From an optimization exercise on the open Yosys and OpenROAD flow, aimed at small area, a short achievable clock period and few clock cycles; shortcuts taken in it are not production practice. In this exercise RTL edits were held to simulation tests only and were not proved equivalent to the original.

===== run.sh =====
#!/bin/bash
# synth_recipe.tcl (not shown) runs the flow's synth.tcl, then flattens the netlist and writes it again
# the make line also repeats each setting of config.mk as NAME=value (left out here)
make -C /OpenROAD-flow-scripts/flow DESIGN_CONFIG=/design/flow/config.mk WORK_HOME=/design/flow/orfs CLKGATE_MAP_FILE= SYNTH_SCRIPT=/design/flow/synth_recipe.tcl finish

===== config.mk =====
export PLATFORM = sky130hd
export DESIGN_NAME = conv2d_stream
export DESIGN_NICKNAME = conv2d_stream
export VERILOG_FILES = /design/flow/design.v
export SDC_FILE = /design/flow/constraint.sdc
export NUM_CORES = 4
export LEC_CHECK = 0
export CAP_MARGIN = 20
export CORE_MARGIN = 2
export CORE_UTILIZATION = 40
export PLACE_DENSITY = 0.6
export SLEW_MARGIN = 20

===== constraint.sdc =====
create_clock -name core_clock -period 12.0 [get_ports {clk}]
set_input_delay 2.4000 -clock core_clock [delete_from_list [all_inputs] [get_ports {clk}]]
set_output_delay 2.4000 -clock core_clock [all_outputs]
set_load 0.01 [all_outputs]

===== design.v =====
module conv2d_stream #(
  parameter int IMAGE_WIDTH  = 64,
  parameter int IMAGE_HEIGHT = 64,
  parameter int FILTER_SIZE  = 3,
  parameter int STRIDE       = 1,
  parameter int DATA_W       = 8,
  parameter int COEF_W       = 8,
  parameter int ACC_W        = 20
) (
  input  logic                                          clk,
  input  logic                                          rst,
  input  logic                                          start,
  input  logic [FILTER_SIZE*FILTER_SIZE*COEF_W-1:0]     filter,
  input  logic [DATA_W-1:0]                             pix_in,
  input  logic                                          pix_valid,
  output logic                                          pix_ready,
  output logic [ACC_W-1:0]                              res_out,
  output logic                                          res_valid,
  input  logic                                          res_ready,
  output logic                                          busy,
  output logic                                          done,
  output logic [$clog2(IMAGE_HEIGHT)-1:0]               row_count,
  output logic [$clog2(IMAGE_WIDTH)-1:0]                col_count
);
  localparam int K   = FILTER_SIZE;
  localparam int CW  = $clog2(IMAGE_WIDTH);
  localparam int RW  = $clog2(IMAGE_HEIGHT);
  localparam int PHW = (STRIDE > 1) ? $clog2(STRIDE) : 1;
  localparam logic [CW-1:0]  COL_LAST = CW'(IMAGE_WIDTH - 1);
  localparam logic [RW-1:0]  ROW_LAST = RW'(IMAGE_HEIGHT - 1);
  localparam logic [CW-1:0]  COL_K1   = CW'(K - 1);
  localparam logic [RW-1:0]  ROW_K1   = RW'(K - 1);
  localparam logic [PHW-1:0] PH_LAST  = PHW'(STRIDE - 1);
  typedef enum logic [1:0] {
    IDLE,
    RUN,
    FLUSH,
    DONE
  } state_t;
  state_t state, state_n;
  logic [K*K*COEF_W-1:0] filt_q;
  logic [DATA_W-1:0]     lb  [K-1][IMAGE_WIDTH];
  logic [DATA_W-1:0]     win [K][K-1];
  logic [DATA_W-1:0]     wf  [K][K];
  logic signed [ACC_W-1:0] sum;
  logic [PHW-1:0] row_ph, col_ph;
  logic accept, hit;
  logic col_last, row_last, last_pix;
  logic col_ge, row_ge;
  assign col_last = (col_count == COL_LAST);
  assign row_last = (row_count == ROW_LAST);
  assign last_pix = col_last && row_last;
  assign col_ge   = (col_count >= COL_K1);
  assign row_ge   = (row_count >= ROW_K1);
  assign pix_ready = (state == RUN) && (!res_valid || res_ready);
  assign accept    = pix_valid && pix_ready;
  assign hit       = accept && row_ge && col_ge &&
                     (row_ph == '0) && (col_ph == '0);
  assign busy = (state == RUN) || (state == FLUSH);
  assign done = (state == DONE);
  always_ff @(posedge clk) begin
    if (rst) state <= IDLE;
    else     state <= state_n;
  end
  always_comb begin
    state_n = state;
    unique case (state)
      IDLE:  if (start) state_n = RUN;
      RUN:   if (accept && last_pix) state_n = FLUSH;
      FLUSH: if (!res_valid || res_ready) state_n = DONE;
      DONE:  state_n = IDLE;
      default: state_n = IDLE;
    endcase
  end
  always_ff @(posedge clk) begin
    if (rst) begin
      row_count <= '0;
      col_count <= '0;
      row_ph    <= '0;
      col_ph    <= '0;
    end else if (state == IDLE && start) begin
      row_count <= '0;
      col_count <= '0;
      row_ph    <= '0;
      col_ph    <= '0;
    end else if (accept) begin
      if (col_last) begin
        col_count <= '0;
        col_ph    <= '0;
        if (row_last) begin
          row_count <= '0;
          row_ph    <= '0;
        end else begin
          row_count <= row_count + 1'b1;
          if (!row_ge || row_ph == PH_LAST) row_ph <= '0;
          else                              row_ph <= row_ph + 1'b1;
        end
      end else begin
        col_count <= col_count + 1'b1;
        if (!col_ge || col_ph == PH_LAST) col_ph <= '0;
        else                              col_ph <= col_ph + 1'b1;
      end
    end
  end
  always_ff @(posedge clk) begin
    if (state == IDLE && start) filt_q <= filter;
  end
  always_comb begin
    for (int i = 0; i < K; i++) begin
      for (int j = 0; j < K - 1; j++) begin
        wf[i][j] = win[i][j];
      end
    end
    for (int i = 0; i < K - 1; i++) begin
      wf[i][K-1] = lb[i][col_count];
    end
    wf[K-1][K-1] = pix_in;
  end
  always_comb begin
    sum = '0;
    for (int i = 0; i < K; i++) begin
      for (int j = 0; j < K; j++) begin
        sum = sum +
          ACC_W'($signed({1'b0, wf[i][j]})) *
          ACC_W'($signed(filt_q[(i*K+j)*COEF_W +: COEF_W]));
      end
    end
  end
  always_ff @(posedge clk) begin
    if (accept) begin
      for (int i = 0; i < K; i++) begin
        for (int j = 0; j < K - 2; j++) begin
          win[i][j] <= win[i][j+1];
        end
        win[i][K-2] <= wf[i][K-1];
      end
      for (int i = 0; i < K - 2; i++) begin
        lb[i][col_count] <= lb[i+1][col_count];
      end
      lb[K-2][col_count] <= pix_in;
    end
  end
  always_ff @(posedge clk) begin
    if (rst) begin
      res_valid <= 1'b0;
      res_out   <= '0;
    end else if (hit) begin
      res_valid <= 1'b1;
      res_out   <= sum;
    end else if (res_ready) begin
      res_valid <= 1'b0;
    end
  end
endmodule

==> qor.csv, run 1 <==
stage;metric;value;unit
global_routing;grt_start_max_net_pins;67;
sta;fin_skew;72.3;ps
detailed_routing;routed_wl;186000;um
global_routing;grt_util_met2;34.6;%
cts;cts_tree;done;
floorplan;core-area;0.164;mm2
place;numPortBuffers;120;
global_routing;grt_busiest_layer;met2;
critical_path;r2r_slack;1070;ps
logic_synthesis;synth_warnings;3;
layout;utilization;45.4;%
min_path;hold_start;row_ph$_SDFFE_PP0P_;
logic_synthesis;yosysTopAreaCell;edfxtp_1;
detailed_routing;drc_errors;0;
critical_path;path_max_fanout;65;
sta;timing.final.crit_period;10930;ps
global_routing;grt_pass1_vias;39000;
place;dp_worst_setup_slack;1130;ps
cts;cts_made_buffers;131;
global_routing;gr-usage-met3;5.48;%
floorplan;die_x;410;um
critical_path;critPathLaunchType;flop;
sta;setup_slack;1070;ps
global_routing;grt_pass1_wl;272000;um
cts;clock_latency;810;ps
global_routing;antenna_found_initial;5;
sta;slew_violations;0;
logic_synthesis;synth_top_area_share;52.0;%
logic_synthesis;yosysSeqAreaShare;53.3;%
sta;tns;0;ps
logic_synthesis;async_flop_share;0;%
critical_path;end_kind;flop;
cts;post_cts_buffers;0;
layout;drive_above_1_share;13.0;%
layout;final_cells;6986;
cts;clock_sinks;1187;
logic_synthesis;synthFlopType;edfxtp_1;
layout;fin_nets;5648;
logic_synthesis;synth.cell_area;0.0660;mm2
cts;cts.clk_slew.worst_paths;60;ps
cts;clk_path_buf_depth;3;
sta;setup_viol;0;
logic_synthesis;synth.avg_cell_area;14.9;um2
logic_synthesis;synth.distinct_cells;77;
critical_path;r2r_cells;26;
detailed_routing;drtIter0Drc;4141;
place;place_congestion;0.895;
critical_path;cp_slowest_cell;dfxtp_4;
sta;worst_pin_slew;1140;ps
logic_synthesis;synthTopCellsByArea;edfxtp_1, fa_1, mux4_2;
floorplan;dieHeight;410;um
logic_synthesis;netlist_instances;4436;
sta;slew_headroom;24.3;%
logic_synthesis;syn_nets;5391;
cts;ctsHoldBuffers;0;
global_routing;grt_overflow;0;
logic_synthesis;synth_seq_cells;1187;
layout;fillers;14600;
global_routing;grt_usage;22.4;%
min_path;hold_end;row_ph$_SDFFE_PP0P_;
status;outcome;finished clean;
min_path;worst_hold_path_type;reg -> reg;
floorplan;rows;149;
place;hpwl;130000;um
critical_path;timing.rr.start;col_count[0]$_SDFFE_PP0P_;
detailed_routing;antenna_left;0;
detailed_routing;vias;37600;
cts;clock-root-buffer;clkbuf_16;
sta;fmax;0.0915;GHz
critical_path;r2r-end;res_out[19]$_SDFFE_PP0P_;
global_routing;met1_usage;31.0;%
min_path;worstHoldPathCells;2;
sta;min_period_over_period;91.1;%
critical_path;critPathKind;reg -> reg;
floorplan;start_util;40.2;%
detailed_routing;dr.pass1.iters;6;
flow_run;maxCapViolations;0;
place;placed_cells;6749;
critical_path;crit_path_frequent_cell;fa_1;
detailed_routing;wl_per_cell;26.6;um
cts;cts-resized-gates;0;
cts;htree_num_levels;4;
critical_path;crit_required;12690;ps
sta;hold_viol;0;
logic_synthesis;synth_edf_count;1144;
sta;rsz0062_at_grt;no;
floorplan;io_pins;121;
detailed_routing;vias_per_cell;5.39;
layout;areaGrowthSynthToFinish;13.2;%
critical_path;cp_slowest_stage_delay;800;ps
floorplan;die-area;0.168;mm2
critical_path;arrival;11610;ps
## critical path: cells and delay by family (launching register included)
family	cells	cell delay (ps)
multiplexers	2	940
XOR/XNOR	1	120
flip-flops	1	800
AND/OR/NAND/NOR	2	460
AO/OA/AOI/OAI	7	2630
buffers and inverters	4	1020
adder cells (fa/ha/maj)	10	4770
## cells in the mapped netlist, drive strengths merged (11+ instances only)
cell type / instances
edfxtp: 1144
inv: 735
fa: 568
nand2: 318
ha: 302
and2: 278
mux4: 195
nor2: 174
buf: 79
a221oi: 62
a21oi: 56
mux2: 54
clkbuf: 50
a22oi: 46
mux2i: 44
o21ai: 44
dfxtp: 43
xnor2: 25
nand2b: 24
nor2b: 23
o221ai: 16
a211oi: 11
a22o: 11
## cells by family after synthesis
group,synth area share (%)
adder cells (fa/ha/maj),22.9
multiplexers,8.24
flip-flops,53.3
buffers and inverters,5.14
AO/OA/AOI/OAI,3.61
XOR/XNOR,0.438
AND/OR/NAND/NOR,6.30
## metrics by stage
step | hold slack [ps] | cell area [um2]
after floorplan | 409 | 66000
after global placement | 416 | 70400
after detailed placement | 420 | 70500
after CTS | 428 | 74700
after global routing | 470 | 74700
final | 434 | 74700
## state kept, by name (all words and copies together), names as in the netlist, named ones only
register,count
col_count,6
col_ph,1
win,48
res_valid,1
res_out,20
lb,1024
row_count,6
state,2
filt_q,72
row_ph,1
## placed cells by master (no fill, tap or decap), drive strengths merged, types with 46 or more instances in the layout
cell type and n:
clkbuf 175, ha 302, inv 740, nor2 174
mux4 195, a22oi 46, a221oi 62, clkinv 46
fa 568, mux2 54, nand2 318, buf 141
and2 278, clkdlybuf4s50 112, a21oi 56, edfxtp 1144
## worst max-delay path by stage
stage / from / to / cells past startpoint
after global placement: col_count[0]$_SDFFE_PP0P_ / res_out[19]$_SDFFE_PP0P_ / 26
after detailed placement: col_count[0]$_SDFFE_PP0P_ / res_out[19]$_SDFFE_PP0P_ / 26
after floorplan: col_count[1]$_SDFFE_PP0P_ / res_out[19]$_SDFFE_PP0P_ / 33
after global routing: col_count[0]$_SDFFE_PP0P_ / res_out[19]$_SDFFE_PP0P_ / 26
final: col_count[0]$_SDFFE_PP0P_ / res_out[19]$_SDFFE_PP0P_ / 26
after CTS: col_count[0]$_SDFFE_PP0P_ / res_out[19]$_SDFFE_PP0P_ / 26
## cell type report
type                    instances  area [um2]  area share, %
clock buffers                 175        3640           4.87
well taps                    2189        2740           3.67
clock inverters                58         608          0.814
diodes                          4        10.0         0.0134
flip-flops and latches       1187       35200           47.2
multi-input cells            2379       27500           36.8
inverters                     741        2780           3.72
repair buffers                253        2200           2.94
## per-layer routing
| layer | vias to the layer above | share of wire (%) |
|---|---|---|
| met2 | 1673 | 46 |
| met1 | 19700 | 42 |
| met4 | 4 | 3.2 |
| li1 | 15900 | - |
| met3 | 313 | 8.8 |
| met5 | - | 0.016 |
Testbench counts, summed over its fixed seeds: cycles 98,376.
==> run 2: changes to the inputs <==
==> design.v (replaced) <==
module conv2d_stream #(
  parameter int IMAGE_WIDTH  = 64,
  parameter int IMAGE_HEIGHT = 64,
  parameter int FILTER_SIZE  = 3,
  parameter int STRIDE       = 1,
  parameter int DATA_W       = 8,
  parameter int COEF_W       = 8,
  parameter int ACC_W        = 20
) (
  input  logic                                          clk,
  input  logic                                          rst,
  input  logic                                          start,
  input  logic [FILTER_SIZE*FILTER_SIZE*COEF_W-1:0]     filter,
  input  logic [DATA_W-1:0]                             pix_in,
  input  logic                                          pix_valid,
  output logic                                          pix_ready,
  output logic [ACC_W-1:0]                              res_out,
  output logic                                          res_valid,
  input  logic                                          res_ready,
  output logic                                          busy,
  output logic                                          done,
  output logic [$clog2(IMAGE_HEIGHT)-1:0]               row_count,
  output logic [$clog2(IMAGE_WIDTH)-1:0]                col_count
);
  localparam int W    = IMAGE_WIDTH;
  localparam int NTAP = 2 * W + 3;
  logic pr_q;           
  logic busy_q, done_q;
  logic all_in;         
  logic wfresh;         
  logic s1v;            
  logic e1v;            
  logic [ACC_W-1:0] e1;
  logic acc, start_e, hit, last_pix, pop, push, adv;
  logic all_in_n, wfresh_n, s1v_n, rv_n, e1v_n, empty_n, done_n;
  assign pix_ready = pr_q;
  assign busy      = busy_q;
  assign done      = done_q;
  assign acc      = pix_valid & pr_q;
  assign start_e  = start & ~busy_q & ~done_q;
  assign last_pix = (row_count == 6'd63) & (col_count == 6'd63);
  assign hit      = acc & (|row_count[5:1]) & (|col_count[5:1]);
  assign adv      = ~e1v;
  assign pop      = res_valid & res_ready;
  assign push     = adv & s1v;
  assign all_in_n = all_in | (acc & last_pix);
  assign wfresh_n = hit | (wfresh & ~adv);
  assign s1v_n    = adv ? wfresh : s1v;
  assign rv_n     = (res_valid & ~pop) | e1v | push;
  assign e1v_n    = (res_valid & ~pop & (e1v | push)) | (e1v & push);
  assign empty_n  = ~wfresh_n & ~s1v_n & ~rv_n;
  assign done_n   = busy_q & all_in_n & empty_n;
  always_ff @(posedge clk) begin
    if (rst) begin
      pr_q      <= 1'b0;
      busy_q    <= 1'b0;
      done_q    <= 1'b0;
      all_in    <= 1'b0;
      wfresh    <= 1'b0;
      s1v       <= 1'b0;
      res_valid <= 1'b0;
      e1v       <= 1'b0;
      row_count <= '0;
      col_count <= '0;
    end else begin
      done_q    <= done_n;
      busy_q    <= start_e | (busy_q & ~done_n);
      all_in    <= start_e ? 1'b0 : all_in_n & ~done_n;
      pr_q      <= start_e | (busy_q & ~all_in_n & ~e1v_n);
      wfresh    <= wfresh_n;
      s1v       <= s1v_n;
      res_valid <= rv_n;
      e1v       <= e1v_n;
      if (start_e) begin
        row_count <= '0;
        col_count <= '0;
      end else if (acc) begin
        col_count <= col_count + 1'b1;
        if (col_count == 6'd63) row_count <= row_count + 1'b1;
      end
    end
  end
  logic [71:0] filt_q;
  logic [7:0]  chain [NTAP];
  always_ff @(posedge clk) begin
    if (start_e) filt_q <= filter;
  end
  always_ff @(posedge clk) begin
    if (acc) begin
      chain[0] <= pix_in;
      for (int k = 1; k < NTAP; k++) chain[k] <= chain[k-1];
    end
  end
  logic signed [15:0] prod [9];
  always_ff @(posedge clk) begin
    if (adv) begin
      for (int i = 0; i < 3; i++)
        for (int j = 0; j < 3; j++)
          prod[3*i+j] <= $signed({1'b0, chain[(2-i)*W + (2-j)]}) *
                         $signed(filt_q[8*(3*i+j) +: 8]);
    end
  end
  logic signed [ACC_W-1:0] sum;
  always_comb begin
    sum = '0;
    for (int k = 0; k < 9; k++) sum = sum + ACC_W'(prod[k]);
  end
  always_ff @(posedge clk) begin
    if (pop | ~res_valid) res_out <= e1v ? e1 : sum;
    if (push) e1 <= sum;
  end
endmodule
==> run 2 against run 1 <==
Net effect:
- flip-flop and latch count increased by 137
- via count shrank 19%
- final cell count is 7.4% lower
- register-to-register slack better by 6100 ps
- setup slack improved by 6000 ps
- largest cell class unchanged
==> qor.csv, run 2 <==
stage;metric;value;unit;change
sta;timing.final.crit_period;4920;ps;was 10930 ps
logic_synthesis;yosysSeqAreaShare;62.7;%;was 53.3%
logic_synthesis;synthFlopType;edfxtp_1;;unchanged
critical_path;crit_cells;4;;was 26
critical_path;r2r_cells;15;;was 26
layout;layout_commonest_cell;edfxtp_1;;unchanged
logic_synthesis;netlist_instances;4041;;was 4436
cts;clock-root-buffer;clkbuf_16;;unchanged
logic_synthesis;synthTopCellsByArea;edfxtp_1, fa_1, ha_1;;was edfxtp_1, fa_1, mux4_2
critical_path;critPathLaunchType;primary input;;was flop
cts;cts_made_buffers;137;;was 131
floorplan;die-area;0.161;mm2;was 0.168 mm2
global_routing;grt_usage;14.1;%;was 22.4%
floorplan;io_pins;121;;unchanged
logic_synthesis;synth_seq_cells;1324;;was 1187
critical_path;crit_path_frequent_cell;buf_4;;was fa_1
sta;fin_skew;30.2;ps;was 72.3 ps
layout;areaGrowthSynthToFinish;13.3;%;was 13.2%
logic_synthesis;synth_warnings;3;;unchanged
layout;largest_register;chain;;was lb
detailed_routing;vias_per_cell;4.70;;was 5.39
detailed_routing;dr.pass1.iters;5;;was 6
detailed_routing;vias;30400;;was 37600
logic_synthesis;ys_top_cells_by_count;edfxtp_1, inv_1, fa_1;;unchanged
logic_synthesis;synthMuxAreaShare;0.325;%;was 8.24%
floorplan;core-area;0.156;mm2;was 0.164 mm2
sta;worst_pin_slew;967;ps;was 1140 ps
floorplan;dieHeight;401;um;was 410 um
critical_path;crit_family;buffers and inverters;;was adder cells
sta;min_period_over_period;41.0;%;was 91.1%
sta;tns;0;ps;unchanged
detailed_routing;routed_wl;110000;um;was 186000 um
global_routing;grt_pass1_vias;31500;;was 39000
cts;cts-resized-gates;0;;unchanged
cts;htree_num_levels;4;;unchanged
logic_synthesis;synth.avg_cell_area;15.6;um2;was 14.9 um2
sta;hold_ws;399;ps;was 434 ps
cts;clock_sinks;1324;;was 1187
cts;clk_path_buf_depth;3;;unchanged
layout;stdcell_area;0.0715;mm2;was 0.0747 mm2
critical_path;path_max_fanout;79;;was 65
min_path;worst_hold_path_type;reg -> reg;;unchanged
logic_synthesis;synth.distinct_cells;69;;was 77
global_routing;grt_start_max_net_pins;187;;was 67
floorplan;start_util;40.4;%;was 40.2%
place;numPortBuffers;120;;unchanged
sta;hold_viol;0;;unchanged
cts;ctsHoldBuffers;0;;unchanged
floorplan;die_x;401;um;was 410 um
logic_synthesis;synth_top_area_share;62.1;%;was 52.0%
detailed_routing;drc_errors;0;;unchanged
place;hpwl;75700;um;was 130000 um
place;place_congestion;0.812;;was 0.895
critical_path;arrival;5290;ps;was 11610 ps
sta;slew_headroom;35.6;%;was 24.3%
status;outcome;finished clean;;unchanged
cts;cts.clk_slew.worst_paths;60;ps;about the same
critical_path;crit_buf_inv;3;;was 4
detailed_routing;wl_per_cell;17.0;um;was 26.6 um
logic_synthesis;synth_edf_count;1304;;was 1144
logic_synthesis;synth.cell_area;0.0631;mm2;was 0.0660 mm2
place;dpl_cell_area;0.0670;mm2;was 0.0705 mm2
floorplan;rows;145;;was 149
logic_synthesis;yosys.area_share.adder;21.8;%;was 22.9%
logic_synthesis;synthXorXnorAreaFrac;1.83;%;was 0.438%
layout;final_cell_mix;edfxtp_1, inv_1, fa_1, ha_1, and2_1;;was edfxtp_1, inv_1, fa_1, nand2_1, ha_1
cts;post_cts_buffers;0;;unchanged
critical_path;r2r-end;res_out[12]$_DFFE_PN_;;was res_out[19]$_SDFFE_PP0P_
logic_synthesis;syn_nets;4956;;was 5391
critical_path;worstSetupEndpoint;chain[76][1]$_DFFE_PP_;;was res_out[19]$_SDFFE_PP0P_
logic_synthesis;yosysTopAreaCell;edfxtp_1;;unchanged
min_path;worstHoldPathCells;0;;was 2
critical_path;timing.rr.start;prod[6][2]$_DFFE_PN_;;was col_count[0]$_SDFFE_PP0P_
critical_path;cp-startpoint;pix_valid;;was col_count[0]$_SDFFE_PP0P_
critical_path;crit_required;12370;ps;was 12690 ps
flow_run;maxCapViolations;0;;unchanged
critical_path;r2r_slack;7200;ps;was 1070 ps
layout;fin_nets;5219;;was 5648
logic_synthesis;synth_most_common_cell;edfxtp_1;;unchanged
critical_path;critPathKind;in -> reg;;was reg -> reg
sta;setup_viol;0;;unchanged
critical_path;path_cells;clkdlybuf4s50_1 > and2_4 > buf_4 > buf_4;;
layout;fillers;13700;;was 14600
detailed_routing;drtIter0Drc;2158;;was 4141
sta;slew_violations;0;;unchanged
logic_synthesis;async_flop_share;0;%;unchanged
sta;rsz0062_at_grt;no;;unchanged
layout;reg.largest.list;chain (1048), prod (144), filt_q (72);;was lb (1024), filt_q (72), win (48)
global_routing;grt_overflow;0;;unchanged
sta;fmax;0.203;GHz;was 0.0915 GHz
logic_synthesis;synth_simple_gate_area_share;6.99;%;was 6.30%
critical_path;end_kind;flop;;unchanged
critical_path;cp_slowest_cell;buf_4;;was dfxtp_4
cts;clock_latency;760;ps;was 810 ps
logic_synthesis;synth_compound_area_share;2.33;%;was 3.61%
critical_path;cp_slowest_stage_delay;850;ps;was 800 ps
logic_synthesis;synth_top_family_by_area;adder cells;;unchanged
global_routing;grt_pass1_wl;177000;um;was 272000 um
global_routing;antenna_found_initial;5;;unchanged
layout;largest_reg_flops;1048;;was 1024
detailed_routing;antenna_left;0;;unchanged
cts;cts_tree;done;;unchanged
layout;drive_above_1_share;5.92;%;was 13.0%
==> run 2: cell types whose count changed in the layout (fill, tap and decap cells not counted), sizes merged, moves of 69 or more <==
cell / previous run / this run
ha: 302 / 382
fa: 568 / 448
mux4: 195 / 0
xnor2: 25 / 99
buf: 141 / 14
nor2: 174 / 105
edfxtp: 1144 / 1304
==> run 2: layout make-up <==
cell class	instances	area (um2)	area share, %
inverters	665	2500	3.50
clock inverters	93	1020	1.42
clock buffers	154	3490	4.88
repair buffers	134	1360	1.90
diodes	1	2.50	0.00350
multi-input cells	2042	21000	29.4
well taps	2058	2570	3.60
flip-flops and latches	1324	39600	55.3
==> run 2: kinds of logic after synthesis <==
logic type | after synthesis
AO/OA/AOI/OAI | 211
AND/OR/NAND/NOR | 850
multiplexers | 19
buffers and inverters | 675
adder cells (fa/ha/maj) | 830
XOR/XNOR | 132
flip-flops | 1324
==> run 2: layer usage <==
| layer | vias up | track usage [%] | part of all wire (%) |
|---|---|---|---|
| li1 | 14300 | - | - |
| met1 | 15400 | 20.4 | 48 |
| met2 | 477 | 21.4 | 46 |
| met3 | 146 | 3.08 | 4.6 |
| met4 | 0 | 3.85 | 1.9 |
| met5 | - | 0 | 0 |
==> run 2: worst min path at each step <==
| stage | from | endpoint | slack, ps |
|---|---|---|---|
| 2_1_floorplan | chain[99][0]$_DFFE_PP_ | chain[100][0]$_DFFE_PP_ | 400 |
| 3_3_place_gp | chain[85][4]$_DFFE_PP_ | chain[86][4]$_DFFE_PP_ | 400 |
| 3_5_place_dp | chain[100][1]$_DFFE_PP_ | chain[101][1]$_DFFE_PP_ | 400 |
| 4_1_cts | chain[91][0]$_DFFE_PP_ | chain[92][0]$_DFFE_PP_ | 400 |
| 5_1_grt | chain[11][1]$_DFFE_PP_ | chain[12][1]$_DFFE_PP_ | 400 |
| 6_report | chain[91][0]$_DFFE_PP_ | chain[92][0]$_DFFE_PP_ | 400 |
==> run 2: through the flow <==
| step | cells | setup WS [ps] | utilization [%] |
|---|---|---|---|
| floorplan | 4041 | 3140 | - |
| global placement | 6223 | 6250 | 42.8 |
| detailed placement | 6223 | 6130 | 42.8 |
| CTS | 6470 | 7000 | 45.7 |
| global route | 6470 | 6890 | 45.7 |
| finish | 6471 | 7080 | 45.7 |
Testbench counts of run 2, summed over its fixed seeds: cycles 98,424.

-- separate check: timing with driven ports --
Ports are ideal in the flow. The routed layouts listed here were re-timed in OpenROAD. Step 1, drivers: a clkbuf_16 drives clk and a buf_2 each remaining input, both assumed. Step 2 times the ports against the registers' clock, not the clock port: input delays grow and output delays shrink by t, the midpoint of the rising clock arrivals with the driver on. a / b / c = ideal ports / drivers / drivers and shift; a / b = the first two.
run	t (ns)	slack for setup (ns)	latest minus earliest clock arrival (ns)
run 1	0.849	1.073 / 1.073 / 1.073	0.074 / 0.074
run 2	0.826	7.077 / 7.132 / 6.306	0.031 / 0.032
After both steps every run listed still meets setup and hold. For run 2, which loses most, drivers alone change the setup slack by +0.055 ns; drivers and shift together by -0.771 ns.
